What follows belongs to an exercise in optimizing a design on an open flow for small area, a short achievable clock period and few clock cycles; a production flow would make more cautious choices. Where RTL was checked, it was by simulation tests only, not by an equivalence proof against the original. The RTL of runs 1 to 3 was laid out without a check of its function. No activity file was given, so power comes from the tool's default toggle rates.

### flow/config.mk
export PLATFORM = sky130hd
export DESIGN_NAME = polygon_fan_triangle_indexer
export DESIGN_NICKNAME = polygon_fan_triangle_indexer
export VERILOG_FILES = /design/flow/design.v
export SDC_FILE = /design/flow/constraint.sdc
export NUM_CORES = 4
export LEC_CHECK = 0
export CAP_MARGIN = 20
export CORE_MARGIN = 2
export CORE_UTILIZATION = 50
export SETUP_SLACK_MARGIN = 1.7
export SLEW_MARGIN = 20
### flow/constraint.sdc
create_clock -name core_clock -period 4.0 [get_ports {clk}]
set_input_delay 0.8000 -clock core_clock [delete_from_list [all_inputs] [get_ports {clk}]]
set_output_delay 0.8000 -clock core_clock [all_outputs]
set_load 0.01 [all_outputs]
### flow/design.v
`default_nettype none
package pfti_pkg;
    localparam int IndexBits = 31;
    localparam int CountBits = 16;
    localparam int FaceBits  = 30;
    localparam int PaddrBits = 3;
    localparam int PdataBits = 32;
    localparam logic [PaddrBits-1:0] CfgAddrFlip = 3'd0;
    localparam logic FuncHeader = 1'b0;
    localparam logic FuncVertex = 1'b1;
    localparam logic [1:0] HideNone  = 2'd0;
    localparam logic [1:0] HideFirst = 2'd1;
    localparam logic [1:0] HideLast  = 2'd2;
    localparam logic [1:0] HideBoth  = 2'd3;
    localparam int ItemBits = 1 + CountBits + 1 + IndexBits;
    localparam int ResultBits = 3 * IndexBits + FaceBits + 2 + IndexBits;
    localparam logic [1:0] FAN_SINGLE = 2'd0;
    localparam logic [1:0] FAN_FIRST  = 2'd1;
    localparam logic [1:0] FAN_MIDDLE = 2'd2;
    localparam logic [1:0] FAN_LAST   = 2'd3;
    localparam int JobBits = 3 * IndexBits + FaceBits + 2 + IndexBits + CountBits;
endpackage
`default_nettype wire
`default_nettype none
module polygon_fan_triangle_indexer (
    input  wire                                  clk,
    input  wire                                  rst_n,
    input  wire                                  item_valid,
    output logic                                 item_ready,
    input  wire [pfti_pkg::ItemBits-1:0]         item_data,
    output logic                                 result_valid,
    input  wire                                  result_ready,
    output logic [pfti_pkg::ResultBits-1:0]      result_data,
    input  wire                                  psel,
    input  wire                                  penable,
    input  wire                                  pwrite,
    input  wire [pfti_pkg::PaddrBits-1:0]        paddr,
    input  wire [pfti_pkg::PdataBits-1:0]        pwdata,
    output logic [pfti_pkg::PdataBits-1:0]       prdata,
    output logic                                 pready
);
    localparam int IndexBits = pfti_pkg::IndexBits;
    localparam int CountBits = pfti_pkg::CountBits;
    localparam int FaceBits  = pfti_pkg::FaceBits;
    logic flip_reg;
    logic cfg_write;
    assign pready    = 1'b1;
    assign cfg_write = psel && penable && pwrite && (paddr == pfti_pkg::CfgAddrFlip);
    assign prdata    = {31'b0, flip_reg && (paddr == pfti_pkg::CfgAddrFlip)};
    always_ff @(posedge clk or negedge rst_n)
    begin
        if (!rst_n)
            flip_reg <= 1'b0;
        else if (cfg_write)
            flip_reg <= pwdata[0];
    end
    logic                 item_func;
    logic [CountBits-1:0] item_count;
    logic                 item_hole;
    logic [IndexBits-1:0] item_index;
    assign {item_func, item_count, item_hole, item_index} = item_data;
    logic [FaceBits-1:0]  face_reg;
    logic [IndexBits-1:0] edge_reg;
    logic [CountBits-1:0] span_reg;
    logic                 live_reg;      
    logic [1:0]           pc_reg;        
    logic                 n3_reg;        
    logic                 fan_reg;       
    logic [IndexBits-1:0] ca_reg;
    logic [IndexBits-1:0] cb_reg;
    logic [IndexBits-1:0] cc_reg;
    logic [1:0]           hide_reg;      
    logic [1:0]           hn_reg;        
    logic [1:0]           mode_reg;      
    logic                 pend_reg;      
    logic hold;
    logic take_header;
    logic take_vertex;
    logic emit;
    logic step;              
    logic live_next;
    logic [IndexBits-1:0] edge_sum;
    logic last;              
    assign hold = pend_reg && !result_ready;
    assign item_ready = !hold || (item_func == pfti_pkg::FuncVertex && !live_reg);
    assign take_header = item_valid && !hold && item_func == pfti_pkg::FuncHeader;
    assign take_vertex = item_valid && !hold && item_func == pfti_pkg::FuncVertex && live_reg;
    assign emit        = take_vertex && pc_reg[1] && fan_reg;
    assign step        = take_vertex && pc_reg[1] && !n3_reg;
    assign last        = (span_reg == CountBits'(3));
    assign edge_sum = (item_func == pfti_pkg::FuncHeader) ? edge_reg + IndexBits'(span_reg)
                                                          : edge_reg + IndexBits'(1);
    always_comb
    begin
        case (pc_reg)
            2'd0:    live_next = (span_reg > CountBits'(1));
            2'd1:    live_next = (span_reg > CountBits'(2));
            default: live_next = !n3_reg && !last;
        endcase
    end
    always_ff @(posedge clk or negedge rst_n)
    begin
        if (!rst_n)
        begin
            face_reg <= '1;
            edge_reg <= '0;
            span_reg <= '0;
            pc_reg   <= 2'd0;
            live_reg <= 1'b0;
            pend_reg <= 1'b0;
        end
        else
        begin
            if (take_header)
            begin
                face_reg <= face_reg + FaceBits'(1);
                span_reg <= item_count;
                pc_reg   <= 2'd0;
                live_reg <= (item_count != '0);
            end
            else if (take_vertex)
            begin
                live_reg <= live_next;
                if (pc_reg != 2'd3)
                    pc_reg <= pc_reg + 2'd1;
                if (step)
                    span_reg <= span_reg - CountBits'(1);
            end
            if (take_header || step)
                edge_reg <= edge_sum;
            if (!hold)
                pend_reg <= emit;
        end
    end
    always_ff @(posedge clk)
    begin
        if (take_header)
        begin
            n3_reg   <= (item_count == CountBits'(3));
            fan_reg  <= (item_count >= CountBits'(3)) && !item_hole;
        end
        if (take_vertex)
        begin
            ca_reg    <= ca_next;
            cb_reg    <= cb_next;
            cc_reg    <= cc_next;
            hide_reg  <= hide_next;
            hn_reg    <= hn_next;
            mode_reg  <= mode_next;
        end
    end
    logic [1:0] hide_next;
    logic [1:0] hn_next;
    logic [1:0] mode_next;
    logic [IndexBits-1:0] ca_next, cb_next, cc_next;
    always_comb
    begin
        if (n3_reg)
            hn_next = pfti_pkg::HideNone;
        else if (pc_reg == 2'd1)
            hn_next = pfti_pkg::HideFirst;
        else if (span_reg == CountBits'(4))
            hn_next = pfti_pkg::HideLast;
        else
            hn_next = pfti_pkg::HideBoth;
        hide_next = hn_reg;
        if (!flip_reg)
            mode_next = 2'd0;
        else if (hide_next == pfti_pkg::HideFirst)
            mode_next = 2'd2;
        else if (hide_next == pfti_pkg::HideLast)
            mode_next = 2'd3;
        else
            mode_next = 2'd1;
        ca_next = ({IndexBits{sa_reg[0]}} & ca_reg) | ({IndexBits{sa_reg[1]}} & cb_reg)
                | ({IndexBits{sa_reg[2]}} & cc_reg) | ({IndexBits{sa_reg[3]}} & item_index);
        cb_next = ({IndexBits{sb_reg[0]}} & ca_reg) | ({IndexBits{sb_reg[1]}} & cb_reg)
                | ({IndexBits{sb_reg[2]}} & cc_reg) | ({IndexBits{sb_reg[3]}} & item_index);
        cc_next = ({IndexBits{sc_reg[0]}} & ca_reg) | ({IndexBits{sc_reg[1]}} & cb_reg)
                | ({IndexBits{sc_reg[2]}} & cc_reg) | ({IndexBits{sc_reg[3]}} & item_index);
    end
    localparam logic [3:0] SrcA = 4'b0001;
    localparam logic [3:0] SrcB = 4'b0010;
    localparam logic [3:0] SrcC = 4'b0100;
    localparam logic [3:0] SrcX = 4'b1000;
    logic [3:0] sa_reg, sb_reg, sc_reg;
    logic [1:0] pc_d, mode_d, hn_d, mn_d;
    logic       flip_d;
    logic [3:0] o_src, u_src, sa_d, sb_d, sc_d;
    always_comb
    begin
        if (take_header)
            pc_d = 2'd0;
        else if (take_vertex && pc_reg != 2'd3)
            pc_d = pc_reg + 2'd1;
        else
            pc_d = pc_reg;
        mode_d = take_vertex ? mode_next : mode_reg;
        hn_d   = take_vertex ? hn_next : hn_reg;
        flip_d = cfg_write ? pwdata[0] : flip_reg;
        if (!flip_d)
            mn_d = 2'd0;
        else if (hn_d == pfti_pkg::HideFirst)
            mn_d = 2'd2;
        else if (hn_d == pfti_pkg::HideLast)
            mn_d = 2'd3;
        else
            mn_d = 2'd1;
        case (mode_d)
            2'd0:    begin o_src = SrcA; u_src = SrcB; end
            2'd1:    begin o_src = SrcA; u_src = SrcC; end
            2'd2:    begin o_src = SrcC; u_src = SrcB; end
            default: begin o_src = SrcB; u_src = SrcA; end
        endcase
        if (pc_d == 2'd0)
            o_src = SrcX;
        case (mn_d)
            2'd0:    begin sa_d = o_src; sb_d = SrcX;  sc_d = u_src; end
            2'd1:    begin sa_d = o_src; sb_d = u_src; sc_d = SrcX;  end
            2'd2:    begin sa_d = u_src; sb_d = SrcX;  sc_d = o_src; end
            default: begin sa_d = SrcX;  sb_d = o_src; sc_d = u_src; end
        endcase
    end
    always_ff @(posedge clk)
    begin
        sa_reg <= sa_d;
        sb_reg <= sb_d;
        sc_reg <= sc_d;
    end
    assign result_valid = pend_reg;
    assign result_data  = {ca_reg, cb_reg, cc_reg, face_reg, hide_reg, edge_reg};
endmodule
`default_nettype wire
### flow/flow/run.sh
#!/bin/bash
# The standard layout, with plain buffers on the ports instead of the delay cell that
# buffer_ports picks by default. The full output of the run goes to standard.log.
set -euo pipefail
export BUFFER_PORTS_ARGS="-buffer_cell sky130_fd_sc_hd__buf_1"
bash standard.sh > standard.log 2>&1
### flow/standard.sh
#!/bin/bash
# synth_recipe.tcl (not shown) runs the flow's synth.tcl, then flattens the netlist and writes it again
# the make line also repeats each setting of config.mk as NAME=value (left out here)
make -C /OpenROAD-flow-scripts/flow DESIGN_CONFIG=/design/flow/config.mk WORK_HOME=/design/flow/orfs CLKGATE_MAP_FILE= SYNTH_SCRIPT=/design/flow/synth_recipe.tcl "${@:-finish}"
==> flow_summary.ini, run 1 <==
[floorplan]
die_y_um = 148.8
start_util = 0.5129
placement_rows = 52
coreArea_um2 = 20430
dieWidth_um = 148.8
dieArea_um2 = 22130
ios = 282

[synthesis]
synth.cell_area_um2 = 10480
synth_top_area_cell = edfxtp_1
ys_seq_area_frac = 0.5080
yosys.area.top_type_share = 0.2780
ys_ff_latch = 195
syn_area_per_cell_um2 = 10.26
ys_warn_count = 1
synth_cell_types = 57
ys_top_cells_by_count = 186 x a22oi_1, 165 x nand2_1, 97 x edfxtp_1, 52 x dfrtp_1
postSynthCellCount = 1021
ys.flop_type = edfxtp_1
ys_top_cells_by_area = edfxtp_1 28%, a22oi_1 13%, dfrtp_1 12%
synth_most_common_cell = a22oi_1
synth-async-reset-ratio = 0.4205
synth-edff-count = 97

[timing]
worst_hold_slack_ns = 0.4371
worst_slew_pin_slew_ns = 0.8733
finalCritPeriodShare = 0.6732
fin_skew_ns = 0.01334
timing.final.ws_setup_ns = 1.307
layout_min_cycle_time_ns = 2.693
setup_tns_ns = 0
hold_violations = 0
slew_violations = 0
rsz0062_at_grt = yes
max_clock_freq_ghz = 0.3714
setup-violations-final = 0
maxSlewHeadroom = 0.4178

[global_routing]
grt_overflow_total = 0
grt_max_degree = 55
grt.total_usage = 0.2542
grt_pass1_wl_um = 44290
antenna_found_initial = 0
first_global_vias = 8254

[critical_path]
crit_chain = or4_4 -> nor2_2 -> nand2_2 -> nor2_4 -> a41o_1 -> o21ai_2 -> ha_4 -> nor2_4 -> buf_6 -> ha_4 -> nor2b_4 -> o21a_1
cp_max_fo = 6
critPathLaunchType = flop
crit_family = simple AND/OR/NAND/NOR gates
slowest_delay_ns = 0.59
crit_type = flop to flop
crit_slowest_cell = or4_4
critPathCaptureType = flop
critPathBufInv = 1
cp.arrival_ns = 3.01
crit_required_ns = 4.32

[power_and_ir_drop]
vdd.ir_drop.worst_mv = 0.4094
power_density_nw_per_um2 = 590.4
fin_total_pwr_mw = 7.841
p_leak_nw = 5.268

[clocking]
path_clk_slew_ns = 0.07
post_cts_hold_buffer_count = 0
cts_htree_levels = 4
clock-sinks = 195
clkLatencyLatePin_ns = 0.43
cts_root_buf = clkbuf_16
cts.path.max_buffers = 2
cts_buffers = 17
cts_tree = built

[final_layout]
fin_nets = 1410
fin_util = 0.6500
design_area_um2 = 13280
final_cells = 1569
area_delta_synth_final_pct = 26.75
insertedDiodeCount = 0
drive_gt1_frac = 0.1948

[drt]
wl_um = 28910
drtPass1Iterations = 5
avgViaCountPerCell = 5.636
avgRoutedWirePerCell_um = 18.43
drc = 0
vias = 8843
ant_nets = 0
drtIter0Drc = 583

[placed_design]
dpl.cell_count = 1476
hpwl_um = 17980
placed_area_um2 = 11660
gp_congestion = 0.8520
io_buffers = 218
place_ws_ns = 0.7556

[job]
cap_violations = 0

[outcome]
status = timing/DRC/antenna clean

[hold_path]
hold_class = primary input to asynchronous set/reset pin
kinds of logic (layout without fill, tap and decap cells):
group,count (synthesis),count (layout),synth area share
DFF,195,195,0.5080
adders and majority gates,33,33,0.04012
xor gates and xnor gates,71,71,0.05935
buffers and inverters,100,348,0.04765
muxes,6,6,0.006090
AOI/OAI and AO/OA,288,288,0.1920
and+or+nand+nor,326,326,0.1460
other,2,32,0.0007168
where the power goes:
group	internal, mW	switching, mW	total (mW)	leakage, nW
clock	0.893	0.770	1.66	0.287
sequential	2.64	0.574	3.21	2.01
combinational	1.31	1.65	2.96	2.97
what timing repair did:
item / 4_1_cts / 5_1_grt
gates cloned: 1 / 0
gates resized for setup: 60 / 72
endpoints found under the setup margin: 87 / 82
pin swaps: 50 / 62
buffers inserted: 37 / 23
worst register-to-register path, delay by kind of cell (launching register included):
| kind | cells | cell delay (ns) |
|---|---|---|
| and+or+nand+nor | 6 | 1.09 |
| adders and majority gates | 2 | 0.43 |
| DFF | 1 | 0.42 |
| AOI/OAI and AO/OA | 3 | 0.49 |
| buffers and inverters | 1 | 0.15 |
placed cells by master (no fill, tap or decap), types with 12 or more instances in the layout:
master / n
dfrtp_1: 49
clkbuf_16: 19
conb_1: 32
ha_1: 18
nor2_1: 35
a22oi_1: 186
ha_4: 13
dfstp_2: 30
and3_1: 12
inv_1: 14
xor2_1: 24
nand2_1: 159
nand4_1: 20
buf_6: 17
a21oi_1: 20
o21ai_0: 23
edfxtp_1: 97
buf_1: 215
xnor2_1: 46
buf_4: 56
routing by layer:
metal	global-route usage	part of all wire	vias up
li1	-	-	4254
met1	0.3577	0.44	4201
met2	0.4028	0.47	345
met3	0.04251	0.073	43
met4	0.08476	0.021	0
met5	0	0	-
path summary, 6_finish.rpt:
check	cells past startpoint	start	slack (ns)	end
max	12	span_reg[4]	1.31	sc_reg[3]
min	1	rst_n	0.44	span_reg[13]
max reg2reg	12	span_reg[4]	1.31	sc_reg[3]
min reg2reg	1	edge_reg[30]	0.48	edge_reg[30]
max in group asynchronous	2	rst_n	2.78	face_reg[27]
min in group core_clock	1	edge_reg[30]	0.48	edge_reg[30]
layout make-up:
| type | count | area (µm²) |
|---|---|---|
| multi-input combinational | 756 | 5405 |
| inverter | 20 | 96.34 |
| clock buffer | 22 | 496.7 |
| fill | 1694 | 7149 |
| timing repair buffer | 296 | 1544 |
| clock inverter | 10 | 67.56 |
| tap | 270 | 337.8 |
| sequential | 195 | 5333 |
==> inputs of run 2 (changes only) <==
--- a/flow/design.v
+++ b/flow/design.v
@@ -141,9 +141,12 @@
         end
         if (take_vertex)
         begin
-            ca_reg    <= ca_next;
-            cb_reg    <= cb_next;
-            cc_reg    <= cc_next;
+            if (!sa_reg[0])
+                ca_reg <= ca_next;
+            if (!sb_reg[1])
+                cb_reg <= cb_next;
+            if (!sc_reg[2])
+                cc_reg <= cc_next;
             hide_reg  <= hide_next;
             hn_reg    <= hn_next;
             mode_reg  <= mode_next;
@@ -172,12 +175,12 @@
             mode_next = 2'd3;
         else
             mode_next = 2'd1;
-        ca_next = ({IndexBits{sa_reg[0]}} & ca_reg) | ({IndexBits{sa_reg[1]}} & cb_reg)
-                | ({IndexBits{sa_reg[2]}} & cc_reg) | ({IndexBits{sa_reg[3]}} & item_index);
-        cb_next = ({IndexBits{sb_reg[0]}} & ca_reg) | ({IndexBits{sb_reg[1]}} & cb_reg)
-                | ({IndexBits{sb_reg[2]}} & cc_reg) | ({IndexBits{sb_reg[3]}} & item_index);
+        ca_next = ({IndexBits{sa_reg[1]}} & cb_reg) | ({IndexBits{sa_reg[2]}} & cc_reg)
+                | ({IndexBits{sa_reg[3]}} & item_index);
+        cb_next = ({IndexBits{sb_reg[0]}} & ca_reg) | ({IndexBits{sb_reg[2]}} & cc_reg)
+                | ({IndexBits{sb_reg[3]}} & item_index);
         cc_next = ({IndexBits{sc_reg[0]}} & ca_reg) | ({IndexBits{sc_reg[1]}} & cb_reg)
-                | ({IndexBits{sc_reg[2]}} & cc_reg) | ({IndexBits{sc_reg[3]}} & item_index);
+                | ({IndexBits{sc_reg[3]}} & item_index);
     end
     localparam logic [3:0] SrcA = 4'b0001;
     localparam logic [3:0] SrcB = 4'b0010;
==> flow_summary.ini, run 2 <==
[final_layout]
insertedDiodeCount = 0
final_common_cell = buf_1
area_delta_synth_final_pct = 25.76
multi_input_area_um2 = 4577
final_cell_mix = 216 x buf_1, 104 x inv_1, 97 x edfxtp_1
fin_util = 0.6451
drive_gt1_frac = 0.1935
fin_nets = 1305
seq_area_um2 = 5324
fillers = 1638

[synthesis]
synth.cell_area_um2 = 10050
ys.flop_type = edfxtp_1
synth-async-reset-ratio = 0.4205
synth_top_area_cell = edfxtp_1
ys_seq_area_frac = 0.5296
synth_most_common_cell = inv_1
yosys.area.top_type_share = 0.2898
synth-edff-count = 97
postSynthCellCount = 923
syn_area_per_cell_um2 = 10.89
ys_ff_latch = 195
ys_top_cells_by_count = 110 x inv_1, 97 x edfxtp_1, 93 x a222oi_1, 74 x nand2_1, 52 x dfrtp_1
ys_warn_count = 1
ys_top_cells_by_area = edfxtp_1 29%, dfrtp_1 13%, a222oi_1 9.3%
synth_cell_types = 62

[hold_path]
hold_class = primary input to asynchronous set/reset pin

[floorplan]
dieArea_um2 = 21250
ios = 282
placement_rows = 51
start_util = 0.5130
coreArea_um2 = 19590
die_y_um = 145.8
dieWidth_um = 145.8

[timing]
max_clock_freq_ghz = 0.3539
layout_min_cycle_time_ns = 2.826
worst_slew_pin_slew_ns = 0.9656
rsz0062_at_grt = yes
finalCritPeriodShare = 0.7064
fin_skew_ns = 0.008088
maxSlewHeadroom = 0.3554
hold_violations = 0
slew_violations = 0
setup-violations-final = 0
setup_tns_ns = 0

[placed_design]
io_buffers = 218
hpwl_um = 17710
gp_congestion = 0.8097

[clocking]
path_clk_slew_ns = 0.07
cts_buffers = 17
clock-sinks = 195
cts_tree = built
clkLatencyLatePin_ns = 0.43
cts_htree_levels = 4
cts.path.max_buffers = 2
cts_root_buf = clkbuf_16

[drt]
vias = 8237
drtPass1Iterations = 10
ant_nets = 0
drtIter0Drc = 895
drc = 0
avgViaCountPerCell = 5.646
avgRoutedWirePerCell_um = 18.60
wl_um = 27140

[critical_path]
crit_required_ns = 4.34
cp_max_fo = 5
crit_slowest_cell = or3_4
slowest_delay_ns = 0.41
crit_chain = or3_4 -> or3_4 -> nor4_4 -> a211oi_2 -> a21o_1 -> ha_4 -> nor2_4 -> inv_2 -> ha_4 -> nand2_4 -> o32ai_2
critPathCaptureType = flop
crit_family = simple AND/OR/NAND/NOR gates
crit_type = flop to flop
critPathLaunchType = flop
critPathBufInv = 1
cp.arrival_ns = 3.16

[global_routing]
grt_overflow_total = 0
antenna_found_initial = 0
first_global_vias = 7968
grt_max_degree = 38
grt_pass1_wl_um = 42620
grt.total_usage = 0.2507

[power_and_ir_drop]
p_leak_nw = 5.273
fin_total_pwr_mw = 7.464
power_density_nw_per_um2 = 590.6
vdd.ir_drop.worst_mv = 0.4216

[outcome]
status = timing/DRC/antenna clean

[job]
cap_violations = 0
-- run 2: changes by cell type after synthesis, moves of 6 or more --
| cell | change |
|---|---|
| nand4_1 | -7 |
| nand2_1 | -91 |
| a211oi_1 | +7 |
| nor2_1 | -6 |
| a21oi_1 | -7 |
| inv_1 | +91 |
| nor3_1 | -8 |
| a222oi_1 | +93 |
| a22oi_1 | -186 |
-- run 2: final cells by class --
| type | count | area share |
|---|---|---|
| tap | 265 | 0.02623 |
| clock buffer | 19 | 0.03584 |
| multi-input combinational | 571 | 0.3621 |
| inverter | 111 | 0.03406 |
| sequential | 195 | 0.4212 |
| timing repair buffer | 285 | 0.1115 |
| clock inverter | 13 | 0.009009 |
-- run 2: cells by family after synthesis --
family | synth area share
adders and majority gates | 0.04183
AOI/OAI and AO/OA | 0.1653
and+or+nand+nor | 0.1154
DFF | 0.5296
xor gates and xnor gates | 0.06013
muxes | 0.003984
buffers and inverters | 0.08292
other | 0.0007473
-- run 2: worst paths after layout --
kind	depth (start not counted)	startpoint	to	slack, ns
max	11	span_reg[9]	sc_reg[2]	1.17
min	1	rst_n	edge_reg[0]	0.29
max reg2reg	11	span_reg[9]	sc_reg[2]	1.17
min reg2reg	0	hn_reg[1]	hide_reg[1]	0.47
max in group asynchronous	2	rst_n	face_reg[15]	2.90
min in group core_clock	0	hn_reg[1]	hide_reg[1]	0.47
-- run 2: where the power goes --
group          switching (mW)  leakage, nW  internal (mW)
logic                    1.62         2.99           1.17
registers               0.386         2.00           2.63
clock network           0.782        0.286          0.874
total                    2.79         5.27           4.67
-- run 2: what timing repair did --
| item | CTS | global route |
|---|---|---|
| gates resized for setup | 55 | 33 |
| setup buffers | 32 | 16 |
| hold buffers | 0 | 0 |
| pin swaps | 39 | 35 |
| setup endpoints to repair | 71 | 45 |
| gates cloned | 1 | 0 |
-- run 2: routing by layer --
| layer | track usage | wire length (µm) | share of wire |
|---|---|---|---|
| met1 | 0.3250 | 11120 | 0.41 |
| met2 | 0.4210 | 13430 | 0.49 |
| met3 | 0.04922 | 2062 | 0.076 |
| met4 | 0.08824 | 522 | 0.019 |
| met5 | 0 | 0 | 0 |
-- run 2: per-stage QoR --
stage	setup slack [ns]	hold slack [ns]	instance area, µm²	cells
after global routing	1.056	0.3042	12640	1459
after detailed placement	0.7662	0.4538	11270	1378
after CTS	1.084	0.2792	12360	1443
after global placement	0.7824	0.4473	11270	1378
final	1.174	0.2872	12640	1459
after floorplan	1.170	0.4300	10470	953
==> inputs of run 3 (changes only) <==
--- a/flow/design.v
+++ b/flow/design.v
@@ -62,7 +62,9 @@
     logic [FaceBits-1:0]  face_reg;
     logic [IndexBits-1:0] edge_reg;
     logic [CountBits-1:0] span_reg;
+    logic                 gt1_reg, gt2_reg, eq3_reg, eq4_reg;
     logic                 live_reg;      
+    logic                 stepping_reg;  
     logic [1:0]           pc_reg;        
     logic                 n3_reg;        
     logic                 fan_reg;       
@@ -74,6 +76,8 @@
     logic [1:0]           mode_reg;      
     logic                 pend_reg;      
     logic hold;
+    logic stepping;
+    logic cut;
     logic take_header;
     logic take_vertex;
     logic emit;
@@ -82,19 +86,21 @@
     logic [IndexBits-1:0] edge_sum;
     logic last;              
     assign hold = pend_reg && !result_ready;
-    assign item_ready = !hold || (item_func == pfti_pkg::FuncVertex && !live_reg);
-    assign take_header = item_valid && !hold && item_func == pfti_pkg::FuncHeader;
+    assign stepping = stepping_reg;
+    assign item_ready = (!hold && (item_func == pfti_pkg::FuncVertex || !stepping))
+                     || (item_func == pfti_pkg::FuncVertex && !live_reg);
+    assign cut = item_valid && !hold && item_func == pfti_pkg::FuncHeader && stepping;
+    assign take_header = item_valid && !hold && item_func == pfti_pkg::FuncHeader && !stepping;
     assign take_vertex = item_valid && !hold && item_func == pfti_pkg::FuncVertex && live_reg;
     assign emit        = take_vertex && pc_reg[1] && fan_reg;
     assign step        = take_vertex && pc_reg[1] && !n3_reg;
-    assign last        = (span_reg == CountBits'(3));
-    assign edge_sum = (item_func == pfti_pkg::FuncHeader) ? edge_reg + IndexBits'(span_reg)
-                                                          : edge_reg + IndexBits'(1);
+    assign last        = eq3_reg;
+    assign edge_sum = stepping ? edge_reg + IndexBits'(1) : edge_reg + IndexBits'(span_reg);
     always_comb
     begin
         case (pc_reg)
-            2'd0:    live_next = (span_reg > CountBits'(1));
-            2'd1:    live_next = (span_reg > CountBits'(2));
+            2'd0:    live_next = gt1_reg;
+            2'd1:    live_next = gt2_reg;
             default: live_next = !n3_reg && !last;
         endcase
     end
@@ -105,8 +111,13 @@
             face_reg <= '1;
             edge_reg <= '0;
             span_reg <= '0;
+            gt1_reg  <= 1'b0;
+            gt2_reg  <= 1'b0;
+            eq3_reg  <= 1'b0;
+            eq4_reg  <= 1'b0;
             pc_reg   <= 2'd0;
             live_reg <= 1'b0;
+            stepping_reg <= 1'b0;
             pend_reg <= 1'b0;
         end
         else
@@ -115,16 +126,33 @@
             begin
                 face_reg <= face_reg + FaceBits'(1);
                 span_reg <= item_count;
+                gt1_reg  <= (item_count > CountBits'(1));
+                gt2_reg  <= (item_count > CountBits'(2));
+                eq3_reg  <= (item_count == CountBits'(3));
+                eq4_reg  <= (item_count == CountBits'(4));
                 pc_reg   <= 2'd0;
                 live_reg <= (item_count != '0);
+                stepping_reg <= 1'b0;
+            end
+            else if (cut)
+            begin
+                live_reg <= 1'b0;
+                stepping_reg <= 1'b0;
             end
             else if (take_vertex)
             begin
                 live_reg <= live_next;
+                stepping_reg <= (pc_reg != 2'd0) && !n3_reg && live_next;
                 if (pc_reg != 2'd3)
                     pc_reg <= pc_reg + 2'd1;
                 if (step)
+                begin
                     span_reg <= span_reg - CountBits'(1);
+                    gt1_reg  <= (span_reg > CountBits'(2));
+                    gt2_reg  <= (span_reg > CountBits'(3));
+                    eq3_reg  <= (span_reg == CountBits'(4));
+                    eq4_reg  <= (span_reg == CountBits'(5));
+                end
             end
             if (take_header || step)
                 edge_reg <= edge_sum;
@@ -162,7 +190,7 @@
             hn_next = pfti_pkg::HideNone;
         else if (pc_reg == 2'd1)
             hn_next = pfti_pkg::HideFirst;
-        else if (span_reg == CountBits'(4))
+        else if (eq4_reg)
             hn_next = pfti_pkg::HideLast;
         else
             hn_next = pfti_pkg::HideBoth;
==> flow_summary.ini, run 3 <==
[outcome]
status = timing/DRC/antenna clean

[floorplan]
dieWidth_um = 149.0
ios = 282
dieArea_um2 = 22190
die_y_um = 149.0
placement_rows = 53
coreArea_um2 = 20820
start_util = 0.5046

[timing]
layout_min_cycle_time_ns = 2.613
finalCritPeriodShare = 0.6532
max_clock_freq_ghz = 0.3827
worst_slew_pin_slew_ns = 0.6113
fin_skew_ns = 0.01612
worst_hold_slack_ns = 0.2666
maxSlewHeadroom = 0.5924
hold_violations = 0
rsz0062_at_grt = yes
setup_tns_ns = 0
setup-violations-final = 0
slew_violations = 0

[critical_path]
reg2reg_to = edge_reg[22]
critPathLaunchType = flop
crit_required_ns = 4.37
crit_chain = or2_4 -> ha_4 -> fa_2 -> a211oi_2 -> o21ai_2 -> a31oi_4 -> nor4_4 -> buf_6 -> o211ai_1 -> xnor2_1
cp.arrival_ns = 2.98
r2r_cells = 10
critPathCaptureType = flop
cp_max_fo = 8
reg2reg_slack_ns = 1.39
r2r_start = stepping_reg
crit_type = flop to flop
slowest_delay_ns = 0.53
crit_slowest_cell = dfrtp_4

[final_layout]
insertedDiodeCount = 0
area_delta_synth_final_pct = 25.09
fin_nets = 1355
drive_gt1_frac = 0.1960
final_cell_mix = 213 x buf_1, 109 x inv_1, 97 x edfxtp_1
design_area_um2 = 13140
final_common_cell = buf_1
fin_util = 0.6312
final_cells = 1520
fillers = 1765
seq_area_um2 = 5453
multi_input_area_um2 = 4833

[synthesis]
synth-edff-count = 97
ys_top_cells_by_area = edfxtp_1 28%, dfrtp_1 14%, a222oi_1 8.9%
syn_area_per_cell_um2 = 10.89
ys_seq_area_frac = 0.5185
synth.cell_area_um2 = 10510
synth_most_common_cell = inv_1
ys_top_cells_by_count = 113 x inv_1, 97 x edfxtp_1, 93 x a222oi_1, 69 x nand2_1, 57 x dfrtp_1
postSynthCellCount = 965
synth-async-reset-ratio = 0.4350
synth_cell_types = 80
ys_warn_count = 1
yosys.area.top_type_share = 0.2772
synth_top_area_cell = edfxtp_1
ys.flop_type = edfxtp_1
ys_ff_latch = 200

[clocking]
post_cts_hold_buffer_count = 0
path_clk_slew_ns = 0.08
clkLatencyLatePin_ns = 0.44
cts_htree_levels = 4
cts_buffers = 17
cts_tree = built
cts_root_buf = clkbuf_16
clock-sinks = 200
cts.path.max_buffers = 2

[global_routing]
first_global_vias = 8031
antenna_found_initial = 0
grt_overflow_total = 0
grt.total_usage = 0.2439
grt_pass1_wl_um = 42540
grt_max_degree = 72

[drt]
drtPass1Iterations = 9
drtIter0Drc = 882
avgViaCountPerCell = 5.660
ant_nets = 0
drc = 0
vias = 8603
wl_um = 28210
avgRoutedWirePerCell_um = 18.56

[placed_design]
placed_area_um2 = 11640
io_buffers = 218
gp_congestion = 0.8520
hpwl_um = 17790
dpl.cell_count = 1428

[power_and_ir_drop]
vdd.ir_drop.worst_mv = 0.3760
p_leak_nw = 5.384
power_density_nw_per_um2 = 570.5

[hold_path]
hold_class = primary input to asynchronous set/reset pin

[job]
cap_violations = 0
-- run 3: power breakdown --
part	switching (mW)	internal [mW]
Sequential	0.364	2.57
Clock	0.815	0.834
Combinational	1.65	1.26
Total	2.83	4.66
-- run 3: how the worst max path moves through the flow --
stage	from	depth (start not counted)	slack, ns	end
floorplan	result_ready	11	1.06	sc_reg[2]
global placement	result_ready	8	0.74	edge_reg[26]
detailed placement	result_ready	8	0.70	edge_reg[26]
CTS	stepping_reg	9	1.45	edge_reg[22]
global route	stepping_reg	10	1.25	edge_reg[22]
finish	stepping_reg	10	1.39	edge_reg[22]
-- run 3: kinds of logic after synthesis --
logic type	after synthesis	share of synthesized area
AO/OA/AOI/OAI	220	0.1664
adder cells (fa/ha/maj)	32	0.03882
AND/OR/NAND/NOR	244	0.1249
other	2	0.0007147
flip-flops	200	0.5185
XOR/XNOR	71	0.05918
buffers and inverters	191	0.08442
multiplexers	5	0.007144
-- run 3: per-stage QoR --
stage | power (mW) | setup WS, ns
finish | 7.498 | 1.387
global route | 7.942 | 1.250
CTS | 7.328 | 1.450
detailed placement | 5.289 | 0.6987
global placement | 5.257 | 0.7399
floorplan | 4.612 | 1.059
-- run 3: cell type report --
| class | instances | area share |
|---|---|---|
| repair inverters | 2 | 0.001713 |
| clock inverters | 13 | 0.008091 |
| well taps | 275 | 0.02618 |
| clock buffers | 19 | 0.03370 |
| flip-flops and latches | 200 | 0.4148 |
| inverters | 115 | 0.03503 |
| multi-input cells | 605 | 0.3677 |
| repair buffers | 291 | 0.1127 |
-- run 3: layer usage --
layer	vias up	wire length, µm	GRT usage	share of wire
li1	4055	-	-	-
met4	0	473	0.07619	0.017
met3	32	2285	0.04465	0.081
met1	4135	12190	0.3411	0.43
met2	381	13270	0.3880	0.47
met5	-	0	0	0
-- run 3: repair_timing --
item	CTS	global route
setup buffers	37	19
pin swaps	33	33
gates resized for setup	65	44
gates cloned	1	2
endpoints found under the setup margin	102	93
-- run 3: worst max-delay path, delay by kind of cell (launching register included) --
kind | cells | cell delay, ns
AO/OA/AOI/OAI | 4 | 0.87
flip-flops | 1 | 0.53
adder cells (fa/ha/maj) | 2 | 0.52
AND/OR/NAND/NOR | 2 | 0.33
buffers and inverters | 1 | 0.15
XOR/XNOR | 1 | 0.14
==> inputs of run 4 (changes only) <==
--- a/flow/design.v
+++ b/flow/design.v
@@ -64,7 +64,6 @@
     logic [CountBits-1:0] span_reg;
     logic                 gt1_reg, gt2_reg, eq3_reg, eq4_reg;
     logic                 live_reg;      
-    logic                 stepping_reg;  
     logic [1:0]           pc_reg;        
     logic                 n3_reg;        
     logic                 fan_reg;       
@@ -86,7 +85,7 @@
     logic [IndexBits-1:0] edge_sum;
     logic last;              
     assign hold = pend_reg && !result_ready;
-    assign stepping = stepping_reg;
+    assign stepping = pc_reg[1] && !n3_reg && live_reg;
     assign item_ready = (!hold && (item_func == pfti_pkg::FuncVertex || !stepping))
                      || (item_func == pfti_pkg::FuncVertex && !live_reg);
     assign cut = item_valid && !hold && item_func == pfti_pkg::FuncHeader && stepping;
@@ -117,7 +116,6 @@
             eq4_reg  <= 1'b0;
             pc_reg   <= 2'd0;
             live_reg <= 1'b0;
-            stepping_reg <= 1'b0;
             pend_reg <= 1'b0;
         end
         else
@@ -132,17 +130,12 @@
                 eq4_reg  <= (item_count == CountBits'(4));
                 pc_reg   <= 2'd0;
                 live_reg <= (item_count != '0);
-                stepping_reg <= 1'b0;
             end
             else if (cut)
-            begin
                 live_reg <= 1'b0;
-                stepping_reg <= 1'b0;
-            end
             else if (take_vertex)
             begin
                 live_reg <= live_next;
-                stepping_reg <= (pc_reg != 2'd0) && !n3_reg && live_next;
                 if (pc_reg != 2'd3)
                     pc_reg <= pc_reg + 2'd1;
                 if (step)
==> flow_summary.ini, run 4 <==
[floorplan]
die_y_um = 146.7
coreArea_um2 = 20100
dieWidth_um = 146.7
placement_rows = 52
ios = 282
dieArea_um2 = 21530
start_util = 0.5065

[critical_path]
timing.critical_path.mode_cell = buf_4
slowest_delay_ns = 0.42
crit_required_ns = 4.36
critPathCaptureType = flop
r2r_cells = 12
critPathLaunchType = flop
r2r_start = pc_reg[1]
reg2reg_slack_ns = 1.31
cp.arrival_ns = 3.05
crit_chain = and3b_2 -> nor2_4 -> ha_4 -> a211oi_2 -> nor2_2 -> o31ai_2 -> buf_4 -> o211ai_1 -> buf_4 -> a311o_2 -> nand3_2 -> xnor2_2
crit_type = flop to flop
cp_max_fo = 7
reg2reg_to = edge_reg[21]
crit_slowest_cell = dfrtp_2

[drt]
vias = 8319
avgRoutedWirePerCell_um = 18.14
drtIter0Drc = 869
ant_nets = 0
avgViaCountPerCell = 5.629
wl_um = 26820
drtPass1Iterations = 9
drc = 0

[clocking]
cts_buffers = 17
clock-sinks = 199
cts_tree = built
clkLatencyLatePin_ns = 0.44
cts_htree_levels = 4
path_clk_slew_ns = 0.07
cts.path.max_buffers = 2
cts_root_buf = clkbuf_16

[hold_path]
holdPathEnd = hide_reg[1]
hold_depth = 0
hold_class = flop to flop
hp-start = hn_reg[1]

[outcome]
status = timing/DRC/antenna clean

[global_routing]
grt_max_degree = 66
grt_overflow_total = 0
antenna_found_initial = 0
grt_pass1_wl_um = 42210
grt.total_usage = 0.2449
first_global_vias = 7859

[power_and_ir_drop]
vdd.ir_drop.worst_mv = 0.4457
p_leak_nw = 5.289
power_density_nw_per_um2 = 628.1

[placed_design]
hpwl_um = 17520
io_buffers = 218
place_ws_ns = 0.7165
gp_congestion = 0.8246

[final_layout]
area_delta_synth_final_pct = 25.75
fin_nets = 1318
fillers = 1736
drive_gt1_frac = 0.2020
insertedDiodeCount = 0
final_common_cell = buf_1
final_cell_mix = 214 x buf_1, 110 x inv_1, 97 x edfxtp_1

[timing]
hold_violations = 0
finalCritPeriodShare = 0.6729
maxSlewHeadroom = 0.3576
layout_min_cycle_time_ns = 2.692
worst_slew_pin_slew_ns = 0.9637
slew_violations = 0
setup-violations-final = 0
timing.final.ws_setup_ns = 1.308
max_clock_freq_ghz = 0.3715
setup_tns_ns = 0
fin_skew_ns = 0.01723
rsz0062_at_grt = yes

[synthesis]
ys.flop_type = edfxtp_1
synth.cell_area_um2 = 10180
ys_warn_count = 1
postSynthCellCount = 938
synth_cell_types = 69
synth_top_area_cell = edfxtp_1
yosys.area.top_type_share = 0.2860
synth-async-reset-ratio = 0.4322
ys_seq_area_frac = 0.5325
ys_ff_latch = 199
synth-edff-count = 97
ys_top_cells_by_count = 114 x inv_1, 97 x edfxtp_1, 93 x a222oi_1, 73 x nand2_1, 56 x dfrtp_1
ys_top_cells_by_area = edfxtp_1 29%, dfrtp_1 14%, a222oi_1 9.1%
synth_most_common_cell = inv_1
syn_area_per_cell_um2 = 10.86

[job]
cap_violations = 0
[run 4: cell type report]
class                      count  area, µm²  area share
clock buffer                  18      439.2     0.03429
clock inverter                14      131.4     0.01026
inverter                     114      436.7     0.03410
multi-input combinational    583       4706      0.3675
sequential                   199       5425      0.4236
tap                          270      337.8     0.02638
timing repair buffer         280       1330      0.1039
[run 4: power breakdown]
group	total (mW)	internal, mW	switching, mW
registers	3.05	2.68	0.366
logic	3.32	1.44	1.88
clock network	1.67	0.864	0.811
total	8.04	4.98	3.06
[run 4: cells by family (layout without fill, tap and decap cells)]
logic type / after synthesis / after routing / share of synthesized area
and+or+nand+nor: 232 / 232 / 0.1161
AOI/OAI and AO/OA: 219 / 219 / 0.1703
DFF: 199 / 199 / 0.5325
buffers and inverters: 186 / 426 / 0.08109
xor gates and xnor gates: 64 / 64 / 0.05504
adders and majority gates: 32 / 32 / 0.04005
muxes: 4 / 4 / 0.004177
other: 2 / 32 / 0.0007375
[run 4: timing repair]
| action | CTS | global route |
|---|---|---|
| hold buffers | 0 | 0 |
| setup buffers | 22 | 17 |
| setup endpoints to repair | 89 | 65 |
| resized for setup | 49 | 51 |
| pin swaps | 24 | 27 |
[run 4: worst max-delay path by stage]
stage | end | start | cells past startpoint
6_report | edge_reg[21] | pc_reg[1] | 12
5_1_grt | edge_reg[21] | n3_reg | 12
4_1_cts | edge_reg[21] | n3_reg | 12
3_5_place_dp | edge_reg[27] | n3_reg | 11
3_3_place_gp | edge_reg[27] | n3_reg | 10
2_1_floorplan | sb_reg[3] | result_ready | 11
[run 4: stage by stage]
stage                     hold WS (ns)    util  cells  cell area [µm²]  power, mW
final                           0.4650  0.6370   1478            12810      8.043
after global placement          0.4570  0.5728   1407            11520      5.871
after detailed placement        0.4559  0.5728   1407            11520      5.914
after CTS                       0.4737  0.6197   1461            12460      7.895
after global routing            0.4786  0.6370   1478            12810      8.567
after floorplan                 0.4300       -    968            10600      5.067
[run 4: worst max-delay path: cells and delay by family (launching register included)]
kind | cells | cell delay (ns)
AOI/OAI and AO/OA | 4 | 0.92
and+or+nand+nor | 4 | 0.61
DFF | 1 | 0.42
buffers and inverters | 2 | 0.32
adders and majority gates | 1 | 0.23
xor gates and xnor gates | 1 | 0.11
[run 4: per-layer routing]
metal | part of all wire | vias to the layer above | track usage | wire length [µm]
met5 | 0 | - | 0 | 0
met4 | 0.012 | 0 | 0.05534 | 320
met3 | 0.076 | 21 | 0.05342 | 2039
met2 | 0.49 | 349 | 0.4153 | 13260
met1 | 0.42 | 4022 | 0.3245 | 11190
li1 | - | 3927 | - | -
Testbench counts of run 4, summed over its fixed seeds: cycles 38,260.
==> inputs of run 5 (changes only) <==
--- a/flow/design.v
+++ b/flow/design.v
@@ -64,6 +64,7 @@
     logic [CountBits-1:0] span_reg;
     logic                 gt1_reg, gt2_reg, eq3_reg, eq4_reg;
     logic                 live_reg;      
+    logic                 stepping_reg;  
     logic [1:0]           pc_reg;        
     logic                 n3_reg;        
     logic                 fan_reg;       
@@ -82,10 +83,12 @@
     logic emit;
     logic step;              
     logic live_next;
-    logic [IndexBits-1:0] edge_sum;
+    logic [16:0] edge_lo_sum;
+    logic        edge_hi_up;
+    logic        carry_reg;      
     logic last;              
     assign hold = pend_reg && !result_ready;
-    assign stepping = pc_reg[1] && !n3_reg && live_reg;
+    assign stepping = stepping_reg;
     assign item_ready = (!hold && (item_func == pfti_pkg::FuncVertex || !stepping))
                      || (item_func == pfti_pkg::FuncVertex && !live_reg);
     assign cut = item_valid && !hold && item_func == pfti_pkg::FuncHeader && stepping;
@@ -94,7 +97,8 @@
     assign emit        = take_vertex && pc_reg[1] && fan_reg;
     assign step        = take_vertex && pc_reg[1] && !n3_reg;
     assign last        = eq3_reg;
-    assign edge_sum = stepping ? edge_reg + IndexBits'(1) : edge_reg + IndexBits'(span_reg);
+    assign edge_lo_sum = {1'b0, edge_reg[15:0]} + (stepping ? 17'd1 : {1'b0, span_reg});
+    assign edge_hi_up  = carry_reg || (step && (&edge_reg[15:0]));
     always_comb
     begin
         case (pc_reg)
@@ -109,6 +113,7 @@
         begin
             face_reg <= '1;
             edge_reg <= '0;
+            carry_reg <= 1'b0;
             span_reg <= '0;
             gt1_reg  <= 1'b0;
             gt2_reg  <= 1'b0;
@@ -116,6 +121,7 @@
             eq4_reg  <= 1'b0;
             pc_reg   <= 2'd0;
             live_reg <= 1'b0;
+            stepping_reg <= 1'b0;
             pend_reg <= 1'b0;
         end
         else
@@ -130,12 +136,17 @@
                 eq4_reg  <= (item_count == CountBits'(4));
                 pc_reg   <= 2'd0;
                 live_reg <= (item_count != '0);
+                stepping_reg <= 1'b0;
             end
             else if (cut)
+            begin
                 live_reg <= 1'b0;
+                stepping_reg <= 1'b0;
+            end
             else if (take_vertex)
             begin
                 live_reg <= live_next;
+                stepping_reg <= (pc_reg != 2'd0) && !n3_reg && live_next;
                 if (pc_reg != 2'd3)
                     pc_reg <= pc_reg + 2'd1;
                 if (step)
@@ -148,9 +159,25 @@
                 end
             end
             if (take_header || step)
-                edge_reg <= edge_sum;
+                edge_reg[15:0] <= edge_lo_sum[15:0];
+            if (edge_hi_up)
+                edge_reg[30:16] <= edge_reg[30:16] + 15'd1;
+            carry_reg <= take_header && edge_lo_sum[16];
             if (!hold)
                 pend_reg <= emit;
+        end
+    end
+    always_ff @(posedge clk or negedge rst_n)
+    begin
+        if (!rst_n)
+        begin
+            hn_reg   <= 2'd0;
+            mode_reg <= 2'd0;
+        end
+        else if (take_vertex)
+        begin
+            hn_reg   <= hn_next;
+            mode_reg <= mode_next;
         end
     end
     always_ff @(posedge clk)
@@ -169,8 +196,6 @@
             if (!sc_reg[2])
                 cc_reg <= cc_next;
             hide_reg  <= hide_next;
-            hn_reg    <= hn_next;
-            mode_reg  <= mode_next;
         end
     end
     logic [1:0] hide_next;
==> flow_summary.ini, run 5 <==
[floorplan]
ios = 282
dieWidth_um = 148.9
placement_rows = 52
start_util = 0.5135
coreArea_um2 = 20430
die_y_um = 148.9
dieArea_um2 = 22160

[critical_path]
crit_required_ns = 4.39
cp_max_fo = 6
crit_family = compound AO/OA/AOI/OAI gates
crit_slowest_cell = dfrtp_2
crit_type = flop to flop
cp.arrival_ns = 2.81
startpoint = stepping_reg
crit_chain = buf_6 -> or2_4 -> ha_4 -> fa_2 -> a211oi_4 -> o21ai_4 -> a21oi_4 -> nor4b_4 -> nor3_1
critPathBufInv = 1
critPathCaptureType = flop
slowest_delay_ns = 0.46
critPathLaunchType = flop
r2r_start = stepping_reg

[synthesis]
syn_area_per_cell_um2 = 10.67
ys.flop_type = edfxtp_1
ys_seq_area_frac = 0.5236
yosys.area.top_type_share = 0.2776
ys_top_cells_by_count = 118 x inv_1, 97 x edfxtp_1, 93 x a222oi_1, 69 x nand2_1, 62 x dfrtp_1
synth_top_area_cell = edfxtp_1
synth-async-reset-ratio = 0.4577
synth.cell_area_um2 = 10490
ys_top_cells_by_area = edfxtp_1 28%, dfrtp_1 15%, a222oi_1 8.9%
postSynthCellCount = 983
ys_warn_count = 1
ys_ff_latch = 201
synth-edff-count = 97
synth_cell_types = 66
synth_most_common_cell = inv_1

[drt]
drtIter0Drc = 780
drtPass1Iterations = 11
avgRoutedWirePerCell_um = 18.86
wl_um = 28360
drc = 0
ant_nets = 0
avgViaCountPerCell = 5.717
vias = 8599

[timing]
finalCritPeriodShare = 0.6055
maxSlewHeadroom = 0.3759
slew_violations = 0
layout_min_cycle_time_ns = 2.422
rsz0062_at_grt = yes
max_clock_freq_ghz = 0.4129
fin_skew_ns = 0.01337
worst_slew_pin_slew_ns = 0.9361
hold_violations = 0
setup_tns_ns = 0
setup-violations-final = 0

[clocking]
path_clk_slew_ns = 0.06
cts_htree_levels = 1
clock-sinks = 201
clkLatencyLatePin_ns = 0.51
cts.path.max_buffers = 3
cts_buffers = 23
post_cts_hold_buffer_count = 0
cts_tree = built
cts_root_buf = clkbuf_16

[power_and_ir_drop]
fin_total_pwr_mw = 8.238
power_frac_seq = 0.372
power_density_nw_per_um2 = 634.0
swShare = 0.3634
comb_power_share = 0.358
clockPowerShare = 0.269
p_sw_mw = 2.994
intPower_mw = 5.244
vdd.ir_drop.worst_mv = 0.3992
p_leak_nw = 5.443

[final_layout]
final_cell_mix = 213 x buf_1, 115 x inv_1, 97 x edfxtp_1
area_delta_synth_final_pct = 23.85
drive_gt1_frac = 0.1500
fin_nets = 1340
final_common_cell = buf_1

[placed_design]
hpwl_um = 18460
io_buffers = 218
gp_congestion = 0.8465

[global_routing]
grt-busiest-layer = met2
grt_overflow_total = 0
grt_max_degree = 73
grt_use_met3 = 0.03792
met1_usage = 0.3409
grt_pass1_wl_um = 43440
first_global_vias = 8046
grt.total_usage = 0.2442
met2_usage = 0.4056
antenna_found_initial = 1

[hold_path]
hold_class = primary input to asynchronous set/reset pin

[outcome]
status = timing/DRC/antenna clean

[job]
cap_violations = 0
run 5: worst register-to-register path, cell delays in order (launching register included):
cell	delay [ns]
dfrtp_2	0.46
buf_6	0.15
or2_4	0.25
ha_4	0.18
fa_2	0.39
a211oi_4	0.29
o21ai_4	0.11
a21oi_4	0.21
nor4b_4	0.21
nor3_1	0.07
run 5: metal layers:
metal,wire length [µm],share of wire,up-vias
met2,13390,0.47,339
met3,2210,0.078,30
met4,523,0.018,0
met5,0,0,-
met1,12240,0.43,4155
li1,-,-,4075
run 5: worst paths after layout:
path	endpoint	slack, ns	cells past startpoint
max	edge_reg[14]	1.58	9
min	span_reg[4]	0.43	1
min reg2reg	edge_reg[30]	0.47	1
max reg2reg	edge_reg[14]	1.58	9
max in group asynchronous	edge_reg[29]	2.73	2
min in group core_clock	edge_reg[30]	0.47	1
run 5: cell families (layout without fill, tap and decap cells):
logic type / Yosys count / count (layout) / synth area share
xor gates and xnor gates: 67 / 67 / 0.05593
adders and majority gates: 33 / 33 / 0.04007
other: 2 / 33 / 0.0007158
DFF: 201 / 201 / 0.5236
buffers and inverters: 196 / 416 / 0.08265
and+or+nand+nor: 277 / 277 / 0.1391
AOI/OAI and AO/OA: 200 / 200 / 0.1511
muxes: 7 / 7 / 0.006917
run 5: through the flow:
| stage | cell area, µm² | std cells | utilization | hold WS (ns) | worst slack [ns] |
|---|---|---|---|---|---|
| 3_3_place_gp | 11670 | 1442 | 0.5710 | 0.4595 | 0.8014 |
| 6_report | 12990 | 1504 | 0.6360 | 0.4307 | 1.578 |
| 2_1_floorplan | 10830 | 1013 | - | 0.4464 | 1.206 |
| 3_5_place_dp | 11670 | 1442 | 0.5710 | 0.4629 | 0.7832 |
| 5_1_grt | 12990 | 1503 | 0.6359 | 0.4918 | 1.496 |
| 4_1_cts | 12640 | 1492 | 0.6185 | 0.4699 | 1.607 |
run 5: timing repair:
| item | 4_1_cts | 5_1_grt |
|---|---|---|
| setup endpoints to repair | 118 | 28 |
| pin swaps | 10 | 20 |
| gates resized for setup | 30 | 53 |
| setup buffers | 8 | 11 |
run 5: final cells by class:
class / count / area [µm²]
clock inverters: 12 / 192.7
repair buffers: 254 / 1127
well taps: 270 / 337.8
flip-flops and latches: 201 / 5495
fillers: 1747 / 7436
diodes: 1 / 2.502
clock buffers: 30 / 601.8
multi-input cells: 616 / 4747
inverters: 120 / 489.2
run 5: power groups by stage:
stage               Combinational (mW)  Sequential (mW)  Clock (mW)
floorplan                         1.84             3.05           0
global placement                  2.52             3.09           0
detailed placement                2.56             3.09           0
CTS                               2.67             3.06        2.26
global route                      3.27             3.12        2.34
finish                            2.95             3.07        2.22
Testbench counts of run 5, summed over its fixed seeds: cycles 38,260.
==> inputs of run 6 (changes only) <==
--- a/flow/design.v
+++ b/flow/design.v
@@ -232,44 +232,43 @@
     localparam logic [3:0] SrcB = 4'b0010;
     localparam logic [3:0] SrcC = 4'b0100;
     localparam logic [3:0] SrcX = 4'b1000;
-    logic [3:0] sa_reg, sb_reg, sc_reg;
-    logic [1:0] pc_d, mode_d, hn_d, mn_d;
-    logic       flip_d;
-    logic [3:0] o_src, u_src, sa_d, sb_d, sc_d;
-    always_comb
-    begin
-        if (take_header)
-            pc_d = 2'd0;
-        else if (take_vertex && pc_reg != 2'd3)
-            pc_d = pc_reg + 2'd1;
-        else
-            pc_d = pc_reg;
-        mode_d = take_vertex ? mode_next : mode_reg;
-        hn_d   = take_vertex ? hn_next : hn_reg;
-        flip_d = cfg_write ? pwdata[0] : flip_reg;
-        if (!flip_d)
-            mn_d = 2'd0;
-        else if (hn_d == pfti_pkg::HideFirst)
-            mn_d = 2'd2;
-        else if (hn_d == pfti_pkg::HideLast)
-            mn_d = 2'd3;
-        else
-            mn_d = 2'd1;
-        case (mode_d)
+    function automatic logic [11:0] sources(input logic pc0, input logic [1:0] mode,
+                                            input logic [1:0] hn, input logic flip);
+        logic [1:0] mn;
+        logic [3:0] o_src, u_src;
+        if (!flip)
+            mn = 2'd0;
+        else if (hn == pfti_pkg::HideFirst)
+            mn = 2'd2;
+        else if (hn == pfti_pkg::HideLast)
+            mn = 2'd3;
+        else
+            mn = 2'd1;
+        case (mode)
             2'd0:    begin o_src = SrcA; u_src = SrcB; end
             2'd1:    begin o_src = SrcA; u_src = SrcC; end
             2'd2:    begin o_src = SrcC; u_src = SrcB; end
             default: begin o_src = SrcB; u_src = SrcA; end
         endcase
-        if (pc_d == 2'd0)
+        if (pc0)
             o_src = SrcX;
-        case (mn_d)
-            2'd0:    begin sa_d = o_src; sb_d = SrcX;  sc_d = u_src; end
-            2'd1:    begin sa_d = o_src; sb_d = u_src; sc_d = SrcX;  end
-            2'd2:    begin sa_d = u_src; sb_d = SrcX;  sc_d = o_src; end
-            default: begin sa_d = SrcX;  sb_d = o_src; sc_d = u_src; end
+        case (mn)
+            2'd0:    sources = {o_src, SrcX,  u_src};
+            2'd1:    sources = {o_src, u_src, SrcX};
+            2'd2:    sources = {u_src, SrcX,  o_src};
+            default: sources = {SrcX,  o_src, u_src};
         endcase
-    end
+    endfunction
+    logic [3:0]  sa_reg, sb_reg, sc_reg;
+    logic [3:0]  sa_d, sb_d, sc_d;
+    logic        flip_d;
+    logic [11:0] src_vertex, src_header, src_idle;
+    assign flip_d     = cfg_write ? pwdata[0] : flip_reg;
+    assign src_vertex = sources(1'b0, mode_next, hn_next, flip_d);
+    assign src_header = sources(1'b1, mode_reg, hn_reg, flip_d);
+    assign src_idle   = sources(pc_reg == 2'd0, mode_reg, hn_reg, flip_d);
+    assign {sa_d, sb_d, sc_d} = take_vertex ? src_vertex
+                              : take_header ? src_header : src_idle;
     always_ff @(posedge clk)
     begin
         sa_reg <= sa_d;
--- a/flow/config.mk
+++ b/flow/config.mk
@@ -8,5 +8,5 @@
 export CAP_MARGIN = 20
 export CORE_MARGIN = 2
 export CORE_UTILIZATION = 50
-export SETUP_SLACK_MARGIN = 1.7
+export SETUP_SLACK_MARGIN = 2.0
 export SLEW_MARGIN = 20
==> flow_summary.ini, run 6 <==
[floorplan]
start_util = 0.5125
coreArea_um2 = 21090
die_y_um = 151.0
dieWidth_um = 151.0
dieArea_um2 = 22810
placement_rows = 53
ios = 282

[placed_design]
gp_congestion = 0.8026
placed_area_um2 = 12070
io_buffers = 218
hpwl_um = 19250
place_ws_ns = 0.9088

[critical_path]
reg2reg_slack_ns = 1.65
cp.arrival_ns = 2.75
critPathLaunchType = flop
r2r_start = stepping_reg
crit_required_ns = 4.40
crit_type = flop to flop
r2r_cells = 9
critPathCaptureType = flop
reg2reg_to = edge_reg[14]
cp_max_fo = 7

[final_layout]
fin_nets = 1498
insertedDiodeCount = 0
final_cell_mix = 180 x buf_1, 106 x inv_1, 106 x buf_4
drive_gt1_frac = 0.3192
final_common_cell = buf_1
design_area_um2 = 15270
fillers = 1501
area_delta_synth_final_pct = 41.32
seq_area_um2 = 5505
multi_input_area_um2 = 5700

[global_routing]
first_global_vias = 9087
grt_max_degree = 93
grt_pass1_wl_um = 49070
grt.total_usage = 0.2729
antenna_found_initial = 0
grt_overflow_total = 0

[drt]
avgViaCountPerCell = 5.872
drtPass1Iterations = 9
vias = 9782
avgRoutedWirePerCell_um = 20.29
drtIter0Drc = 958
wl_um = 33810
drc = 0
ant_nets = 0

[synthesis]
ys.flop_type = edfxtp_1
yosys.area.top_type_share = 0.2695
synth_most_common_cell = inv_1
postSynthCellCount = 1038
synth.cell_area_um2 = 10810
ys_seq_area_frac = 0.5082
synth_cell_types = 78
synth_top_area_cell = edfxtp_1
ys_top_cells_by_area = edfxtp_1 27%, dfrtp_1 14%, a222oi_1 8.6%
ys_ff_latch = 201
synth-simple-area-share = 0.1424
synth-edff-count = 97
synthXorXnorAreaFrac = 0.05429
ys_top_cells_by_count = 114 x inv_1, 97 x edfxtp_1, 93 x a222oi_1, 81 x nand2_1, 63 x nor2_1
synthMuxAreaShare = 0.001968
syn_area_per_cell_um2 = 10.41
synth_compound_area_frac = 0.1694
synth_fa_ha_area_frac = 0.03890
ys_warn_count = 1
synth_top_family_by_area = compound AO/OA/AOI/OAI gates
synth-async-reset-ratio = 0.4577

[power_and_ir_drop]
vdd.ir_drop.worst_mv = 0.3667
p_leak_nw = 6.445
power_density_nw_per_um2 = 581.9

[clocking]
clock-sinks = 201
path_clk_slew_ns = 0.06
clkLatencyLatePin_ns = 0.51
post_cts_hold_buffer_count = 0
cts_root_buf = clkbuf_16
cts_tree = built
cts_buffers = 23
cts_htree_levels = 1
cts.path.max_buffers = 3

[timing]
rsz0062_at_grt = yes
maxSlewHeadroom = 0.3813
fin_skew_ns = 0.01023
setup-violations-final = 0
worst_slew_pin_slew_ns = 0.9269
timing.final.ws_setup_ns = 1.654
hold_violations = 0
finalCritPeriodShare = 0.5866
slew_violations = 0
max_clock_freq_ghz = 0.4262
setup_tns_ns = 0
layout_min_cycle_time_ns = 2.346

[hold_path]
hold_class = primary input to asynchronous set/reset pin

[outcome]
status = timing/DRC/antenna clean

[job]
cap_violations = 0
==> run 6: changes by cell type in the layout (fill, tap and decap cells not counted), sizes merged, moves of 12 or more <==
cell   previous run  this run
nand2            69        81
xor2             43        28
o21ai            34        49
buf             253       358
xnor2            24        39
nor2             50        67
==> run 6: worst max path at each step <==
stage / from / endpoint / slack, ns / cells past startpoint
finish: stepping_reg / edge_reg[14] / 1.65 / 9
global route: paddr[0] / sb_reg[0] / 1.57 / 13
CTS: stepping_reg / edge_reg[13] / 1.70 / 8
detailed placement: item_valid / sc_reg[1] / 0.91 / 8
global placement: item_valid / sc_reg[1] / 0.91 / 8
floorplan: pwrite / sb_reg[0] / 1.46 / 12
==> run 6: cells by family (layout without fill, tap and decap cells) <==
logic type | after synthesis | after routing
buffers and inverters | 200 | 521
AOI/OAI and AO/OA | 236 | 238
adders and majority gates | 33 | 33
other | 2 | 32
and+or+nand+nor | 297 | 297
muxes | 2 | 2
xor gates and xnor gates | 67 | 67
DFF | 201 | 201
==> run 6: layer usage <==
layer | vias up | GRT usage | share of wire
met1 | 4786 | 0.3716 | 0.41
met2 | 468 | 0.4543 | 0.49
met4 | 0 | 0.07196 | 0.022
met3 | 62 | 0.04669 | 0.085
met5 | - | 0 | 0
li1 | 4466 | - | -
==> run 6: stage by stage <==
step	power, mW	utilization	instances	hold WS [ns]
2_1_floorplan	4.788	-	1068	0.4261
3_3_place_gp	5.447	0.5726	1491	0.4514
3_5_place_dp	5.486	0.5726	1491	0.4523
4_1_cts	8.287	0.6715	1616	0.3762
5_1_grt	9.329	0.7243	1666	0.3990
6_report	8.887	0.7243	1666	0.3335
==> run 6: power breakdown <==
part / leakage [nW] / internal (mW) / switching, mW
clock: 0.394 / 1.44 / 0.851
combinational: 3.98 / 1.66 / 1.96
sequential: 2.07 / 2.59 / 0.380
==> run 6: repair_timing <==
action	CTS	global route
pin swaps	59	87
gates cloned	4	4
endpoints found under the setup margin	217	197
gates resized for setup	148	149
setup buffers	79	46
==> run 6: layout make-up <==
cell class / instances / area share
multi-input cells: 669 / 0.3732
inverters: 116 / 0.03088
repair buffers: 362 / 0.1584
repair inverters: 1 / 0.001065
clock buffers: 26 / 0.03842
flip-flops and latches: 201 / 0.3604
well taps: 275 / 0.02253
clock inverters: 16 / 0.01499
==> run 6: worst max-delay path: stages, from the launching register on <==
cell and delay, ns:
dfrtp_4 0.55, buf_8 0.18, nor2b_4 0.15, ha_4 0.23
a21oi_2 0.21, nand2_1 0.13, o21ai_4 0.23, nand2_2 0.07
a211o_1 0.26, a32o_1 0.22
Testbench counts of run 6, summed over its fixed seeds: cycles 38,260.
==> inputs of run 7 (changes only) <==
--- a/flow/config.mk
+++ b/flow/config.mk
@@ -8,5 +8,5 @@
 export CAP_MARGIN = 20
 export CORE_MARGIN = 2
 export CORE_UTILIZATION = 50
-export SETUP_SLACK_MARGIN = 2.0
+export SETUP_SLACK_MARGIN = 1.45
 export SLEW_MARGIN = 20
==> flow_summary.ini, run 7 <==
[critical_path]
crit_chain = buf_1 -> nor3_4 -> a21bo_2 -> and2_4 -> or2_4 -> inv_1 -> ha_4 -> o21ai_0 -> o21ai_0 -> a221oi_1 -> nor3_1
cp_max_fo = 11
startpoint = paddr[2]
r2r_start = stepping_reg
crit_slowest_cell = a221oi_1
critPathLaunchType = primary input
slowest_delay_ns = 0.31
timing.critical_path.mode_cell = o21ai_0
critPathCaptureType = flop
crit_type = primary input to flop
crit_required_ns = 4.39
critPathBufInv = 2
crit_family = compound AO/OA/AOI/OAI gates
cp.arrival_ns = 2.84

[clocking]
path_clk_slew_ns = 0.06
cts_htree_levels = 1
cts_buffers = 23
clock-sinks = 201
cts_root_buf = clkbuf_16
clkLatencyLatePin_ns = 0.51
cts_tree = built
cts.path.max_buffers = 3

[placed_design]
gp_congestion = 0.8887
dpl.cell_count = 1495
placed_area_um2 = 11840
place_ws_ns = 1.007
io_buffers = 218
hpwl_um = 19460

[drt]
avgViaCountPerCell = 5.750
drtPass1Iterations = 9
drtIter0Drc = 722
avgRoutedWirePerCell_um = 18.61
vias = 8889
ant_nets = 0
wl_um = 28760
drc = 0

[final_layout]
area_delta_synth_final_pct = 17.11
insertedDiodeCount = 0
final_cells = 1546
final_cell_mix = 217 x buf_1, 112 x inv_1, 97 x edfxtp_1
design_area_um2 = 12660
fin_nets = 1378
drive_gt1_frac = 0.1062
fillers = 1881
final_common_cell = buf_1

[power_and_ir_drop]
p_sw_mw = 2.677
intPower_mw = 4.638
comb_power_share = 0.335
power_frac_seq = 0.409
p_leak_nw = 5.243
power_density_nw_per_um2 = 577.9
swShare = 0.3660
vdd.ir_drop.worst_mv = 0.3696
fin_total_pwr_mw = 7.315
clockPowerShare = 0.256

[hold_path]
hold_class = primary input to asynchronous set/reset pin

[floorplan]
ios = 282
start_util = 0.5125
dieArea_um2 = 22810
placement_rows = 53
coreArea_um2 = 21090
dieWidth_um = 151.0
die_y_um = 151.0

[synthesis]
ys.flop_type = edfxtp_1
synth_top_area_cell = edfxtp_1
postSynthCellCount = 1038
synth-edff-count = 97
ys_top_cells_by_area = edfxtp_1 27%, dfrtp_1 14%, a222oi_1 8.6%
synth.cell_area_um2 = 10810
synth_cell_types = 78
yosys.area.top_type_share = 0.2695
ys_top_cells_by_count = 114 x inv_1, 97 x edfxtp_1, 93 x a222oi_1, 81 x nand2_1, 63 x nor2_1
syn_area_per_cell_um2 = 10.41
ys_seq_area_frac = 0.5082
synth_most_common_cell = inv_1
ys_warn_count = 1
ys_ff_latch = 201
synth-async-reset-ratio = 0.4577

[global_routing]
first_global_vias = 8359
grt_overflow_total = 0
grt_max_degree = 75
antenna_found_initial = 0
grt.total_usage = 0.2417
grt_pass1_wl_um = 44020

[timing]
maxSlewHeadroom = 0.3302
fin_skew_ns = 0.01256
setup_tns_ns = 0
slew_violations = 0
timing.final.ws_setup_ns = 1.542
setup-violations-final = 0
finalCritPeriodShare = 0.6144
hold_violations = 0
rsz0062_at_grt = yes
worst_slew_pin_slew_ns = 1.003
max_clock_freq_ghz = 0.4069
layout_min_cycle_time_ns = 2.458

[job]
cap_violations = 0

[outcome]
status = timing/DRC/antenna clean
-- run 7: layer usage --
metal  routed length [µm]  vias up  GRT usage
met2                13460      378     0.3952
met4                  438        0    0.05841
li1                     -     4214          -
met5                    0        -          0
met1                12420     4263     0.3388
met3                 2437       34    0.03886
-- run 7: power by group through the flow --
stage	sequential [mW]	clock (mW)	combinational, mW
5_1_grt	3.04	2.00	2.75
6_report	2.99	1.87	2.45
3_3_place_gp	3.02	0	2.33
2_1_floorplan	2.96	0	1.71
4_1_cts	2.98	1.93	2.40
3_5_place_dp	3.02	0	2.37
-- run 7: layout make-up --
type                    count  area (µm²)  share of cell area
clock buffers              32       609.3             0.04814
repair buffers            245        1037             0.08195
well taps                 275       344.1             0.02718
flip-flops and latches    201        5495              0.4342
clock inverters            10       46.29            0.003658
inverters                 116       440.4             0.03480
multi-input cells         667        4684              0.3701
-- run 7: worst paths after layout --
path,slack [ns],cells past startpoint,end
min in group core_clock,0.47,2,face_reg[1]
worst min-delay path,0.26,1,span_reg[12]
max in group asynchronous,3.02,2,face_reg[6]
worst min register to register,0.47,2,face_reg[1]
worst max-delay path,1.54,11,sc_reg[2]
worst max register to register,1.57,9,edge_reg[14]
-- run 7: kinds of logic after synthesis --
kind of cell / share of synthesized area
other cells: 0.0006949
xor+xnor: 0.05430
fa+ha+maj: 0.03890
flops: 0.5082
mux: 0.001968
simple gates: 0.1424
compound gates: 0.1694
buf+inv: 0.08416
-- run 7: stage by stage --
stage                     utilization  hold slack (ns)
after floorplan                     -           0.4261
after global placement         0.5615           0.4531
after detailed placement       0.5615           0.4524
after CTS                      0.5940           0.4753
after global routing           0.6002           0.2988
final                          0.6002           0.2632
-- run 7: what timing repair did --
item | in CTS | in global routing
buffers inserted | 3 | 5
pin swaps | 0 | 6
resized for setup | 4 | 16
endpoints found under the setup margin | 8 | 15
hold buffers | 0 | 0

[static timing again, ports no longer ideal]
The results above use ideal ports. As a check the final layouts listed here were re-extracted and re-timed, cells and wires unchanged.
Step 1: set_driving_cell puts a clkbuf_16 on clk and a buf_2 on each other input, an assumption about the parent block.
Step 2 also shifts input and output timing later by t, the mid clock arrival at the registers, as if the neighbouring blocks saw the same clock.
Slacks: ideal / step 1 / step 2; pairs: ideal / step 1.
| run | shift t [ns] | slack for setup (ns) | hold slack, ns |
|---|---|---|---|
| run 1 | 0.476 | 1.307 / 1.307 / 0.931 | 0.437 / 0.412 / 0.483 |
| run 2 | 0.469 | 1.174 / 1.174 / 0.979 | 0.287 / 0.265 / 0.473 |
| run 3 | 0.482 | 1.387 / 1.387 / 1.113 | 0.267 / 0.241 / 0.471 |
| run 4 | 0.473 | 1.308 / 1.308 / 0.992 | 0.465 / 0.465 / 0.465 |
| run 5 | 0.548 | 1.578 / 1.578 / 1.101 | 0.431 / 0.407 / 0.470 |
| run 6 | 0.556 | 1.654 / 1.654 / 1.123 | 0.333 / 0.309 / 0.456 |
| run 7 | 0.550 | 1.542 / 1.565 / 1.020 | 0.263 / 0.237 / 0.474 |
After both steps every run listed still meets setup and hold. For run 6, which loses most, drivers alone change the setup slack by 0.000 ns; drivers and shift together by -0.531 ns.
